What follows belongs to an exercise in optimizing a design on an open flow for small area, a short achievable clock period and few clock cycles per item; a production flow would make more cautious choices.
At most, simulation tests tie the RTL to the original design; equivalence was not proved.

// pi_ctrl
module pi_ctrl (
  input  logic         clk,
  input  logic         rst_n,
  input  logic         start,
  input  logic [127:0] set,
  input  logic [127:0] feedback,
  input  logic         infrain,
  input  logic         gain_we,
  input  logic [31:0]  ka_in,
  input  logic [31:0]  kb_in,
  input  logic         clr,
  output logic         busy,
  output logic         done,
  output logic [127:0] result,
  output logic [3:0]   sat
);
Size in the first run: roughly 8300 cells after synthesis, roughly 500 flip-flops, about 80000 um2 of cells after synthesis.
==> module pi_inc_mux, before the edit <==
module pi_inc_mux #(
  parameter int                  CH       = 4,
  parameter int                  W        = 32,
  parameter int                  SCALE_SH = 7,
  parameter logic signed [W-1:0] DEADBAND = 32,
  parameter logic [7:0]          IR_MASK  = 8'h01,
  parameter logic signed [W-1:0] IR_SET   = -40,
  parameter bit                  ACCUM    = 1'b0,
  parameter logic signed [W-1:0] OUT_MAX  = {1'b0, {(W-1){1'b1}}},
  parameter logic signed [W-1:0] OUT_MIN  = {1'b1, {(W-1){1'b0}}},
  parameter logic signed [W-1:0] KA_RST   = 360,
  parameter logic signed [W-1:0] KB_RST   = 210
) (
  input  logic            clk,
  input  logic            rst_n,
  input  logic            start,
  input  logic [CH*W-1:0] set,
  input  logic [CH*W-1:0] feedback,
  input  logic            infrain,
  input  logic            gain_we,
  input  logic [W-1:0]    ka_in,
  input  logic [W-1:0]    kb_in,
  input  logic            clr,
  output logic            busy,
  output logic            done,
  output logic [CH*W-1:0] result,
  output logic [CH-1:0]   sat
);
  function automatic logic [47:0] booth(input logic [31:0] v, input logic flip);
    logic [15:0] o, t, n;
    logic [32:0] x;
    x = {v, 1'b0};
    for (int k = 0; k < 16; k++) begin
      o[k] = x[2*k+1] ^ x[2*k];
      t[k] = (x[2*k+2] & ~x[2*k+1] & ~x[2*k]) | (~x[2*k+2] & x[2*k+1] & x[2*k]);
      n[k] = x[2*k+2] ^ flip;
    end
    booth = {o, t, n};
  endfunction
  logic            done_q, acc;
  logic [W-1:0]    ka_sh_q, kb_sh_q, kb_sh_d;
  logic [47:0]     enc_q;
  logic [W-1:0]    prev_q[CH];
  logic [W-1:0]    res_q [CH];
  logic [W-1:0]    ni_q  [CH];
  logic [CH-1:0]   sat_q;
  logic [W-1:0]    err   [CH];
  logic [W-1:0]    pa    [CH];
  logic [W-1:0]    res_n [CH];
  logic [CH-1:0]   clip;
  assign acc     = start && !clr && !done_q;
  assign kb_sh_d = gain_we ? kb_in : kb_sh_q;
  for (genvar c = 0; c < CH; c++) begin : g_ch
    logic [W-1:0] s, e, sum, ni;
    logic         d, pos, negv;
    always_comb begin
      s = set[c*W +: W];
      if (infrain && IR_MASK[c] && (s != '0)) s = IR_SET;
      e = (s << SCALE_SH) - feedback[c*W +: W];
      if (($signed(e) > -DEADBAND) && ($signed(e) < DEADBAND)) e = '0;
      err[c] = e;
    end
    assign ni = ni_q[c];
    pi_mac u_mac (
      .bo(enc_q[47:32]), .bt(enc_q[31:16]), .bn(enc_q[15:0]),
      .m(prev_q[c]), .ni(ni), .r(res_q[c]), .pa(pa[c]), .s(sum));
    assign d    = pa[c][W-1];
    assign pos  = !res_q[c][W-1] && !d &&  sum[W-1];
    assign negv =  res_q[c][W-1] &&  d && !sum[W-1];
    assign clip[c]  = pos || negv;
    assign res_n[c] = pos ? OUT_MAX : negv ? OUT_MIN : sum;
    assign result[c*W +: W] = done_q ? res_n[c] : res_q[c];
  end
  always_ff @(posedge clk or negedge rst_n) begin
    if (!rst_n) begin
      done_q  <= 1'b0;
      ka_sh_q <= KA_RST;
      kb_sh_q <= KB_RST;
      sat_q   <= '0;
      for (int i = 0; i < CH; i++) begin
        prev_q[i] <= '0;
        res_q[i]  <= '0;
      end
    end else begin
      done_q  <= acc;
      kb_sh_q <= kb_sh_d;
      if (gain_we) ka_sh_q <= ka_in;
      sat_q <= clr ? '0 : sat;
      for (int i = 0; i < CH; i++) begin
        res_q[i]  <= clr ? '0 : result[i*W +: W];
        prev_q[i] <= clr ? '0 : acc ? err[i] : prev_q[i];
      end
    end
  end
  always_ff @(posedge clk) begin
    enc_q <= acc ? booth(ka_sh_q, 1'b0) : booth(kb_sh_d, 1'b1);
    for (int i = 0; i < CH; i++) ni_q[i] <= acc ? pa[i] : '0;
  end
  assign busy = 1'b0;
  assign done = done_q;
  assign sat  = done_q ? clip : sat_q;
endmodule
==> flow/config.mk <==
export PLATFORM = sky130hd
export DESIGN_NAME = pi_ctrl
export DESIGN_NICKNAME = pi_ctrl
export VERILOG_FILES = /design/flow/design.v
export SDC_FILE = /design/flow/constraint.sdc
export NUM_CORES = 4
export LEC_CHECK = 0
export CAP_MARGIN = 20
export CORE_MARGIN = 2
export CORE_UTILIZATION = 40
export SETUP_SLACK_MARGIN = 0.6
export SLEW_MARGIN = 20
export SYNTH_HIERARCHICAL = 1
export SYNTH_MINIMUM_KEEP_SIZE = 0
==> flow/constraint.sdc <==
create_clock -name core_clock -period 11.0 [get_ports {clk}]
set_input_delay 2.2000 -clock core_clock [delete_from_list [all_inputs] [get_ports {clk}]]
set_output_delay 2.2000 -clock core_clock [all_outputs]
set_load 0.01 [all_outputs]
standard.sh (not shown) runs the stock make flow with config.mk's settings and CLKGATE_MAP_FILE= SYNTH_SCRIPT=/design/flow/synth_recipe.tcl, a recipe that flattens the netlist after the stock synthesis.
==> flow/flow/run.sh <==
#!/bin/bash
# The standard layout (standard synthesis unchanged), except that the port
# buffers that placement inserts on every input and output are buf_2 cells
# instead of the default smallest buffer (a slow delay buffer on sky130hd).
set -euo pipefail
export BUFFER_PORTS_ARGS="-buffer_cell sky130_fd_sc_hd__buf_2"
bash standard.sh > standard.log 2>&1
Testbench counts at the start, summed over its fixed seeds: cycles 3,192, items 1,600.
Next try:
--- a/flow/design.v
+++ b/flow/design.v
@@ -83,14 +83,24 @@
       end
     end else begin
       done_q  <= acc;
       kb_sh_q <= kb_sh_d;
       if (gain_we) ka_sh_q <= ka_in;
-      sat_q <= clr ? '0 : sat;
-      for (int i = 0; i < CH; i++) begin
-        res_q[i]  <= clr ? '0 : result[i*W +: W];
-        prev_q[i] <= clr ? '0 : acc ? err[i] : prev_q[i];
+      if (clr) begin
+        sat_q <= '0;
+        for (int i = 0; i < CH; i++) begin
+          prev_q[i] <= '0;
+          res_q[i]  <= '0;
+        end
+      end else begin
+        if (done_q) begin
+          sat_q <= clip;
+          for (int i = 0; i < CH; i++) res_q[i] <= res_n[i];
+        end
+        if (acc) begin
+          for (int i = 0; i < CH; i++) prev_q[i] <= err[i];
+        end
       end
     end
   end
   always_ff @(posedge clk) begin
     enc_q <= acc ? booth(ka_sh_q, 1'b0) : booth(kb_sh_d, 1'b1);
Effect:
- The new run passed the timing, design-rule and antenna checks
- wire length goes up by a few percent
- final area is about the same
- area after synthesis grows slightly
- die area went up slightly
- synthesized cell count hardly moves
- cell count stays flat
- core utilization is lower by 0.36 points
- count of clock-buffer cells in the layout falls by 6
- first-iteration DRC count grows by roughly a tenth
No functional check of the RTL was part of the second run of this note.

what the ideal ports hide:
The results above use ideal ports. As a check the final layouts listed here were re-extracted and re-timed, cells and wires unchanged. Step 1, drivers: a clkbuf_16 drives clk and a buf_2 each remaining input, both assumed. Step 2, shift: input delay + t, output delay - t, t = (earliest + latest rising clock arrival at the registers) / 2. This alone moves slack from input paths to output paths. a / b / c = no drivers / after step 1 / after step 2; a / b = the first two.
| run | t, ns | setup WS [ns] | worst hold slack (ns) |
|---|---|---|---|
| the first run | 0.820 | 0.831 / 0.745 / 1.565 | 0.477 / 0.477 / 0.477 |
| the second run | 0.791 | 0.767 / 0.678 / 1.469 | 0.497 / 0.497 / 0.497 |
After both steps every run listed still meets setup and hold.
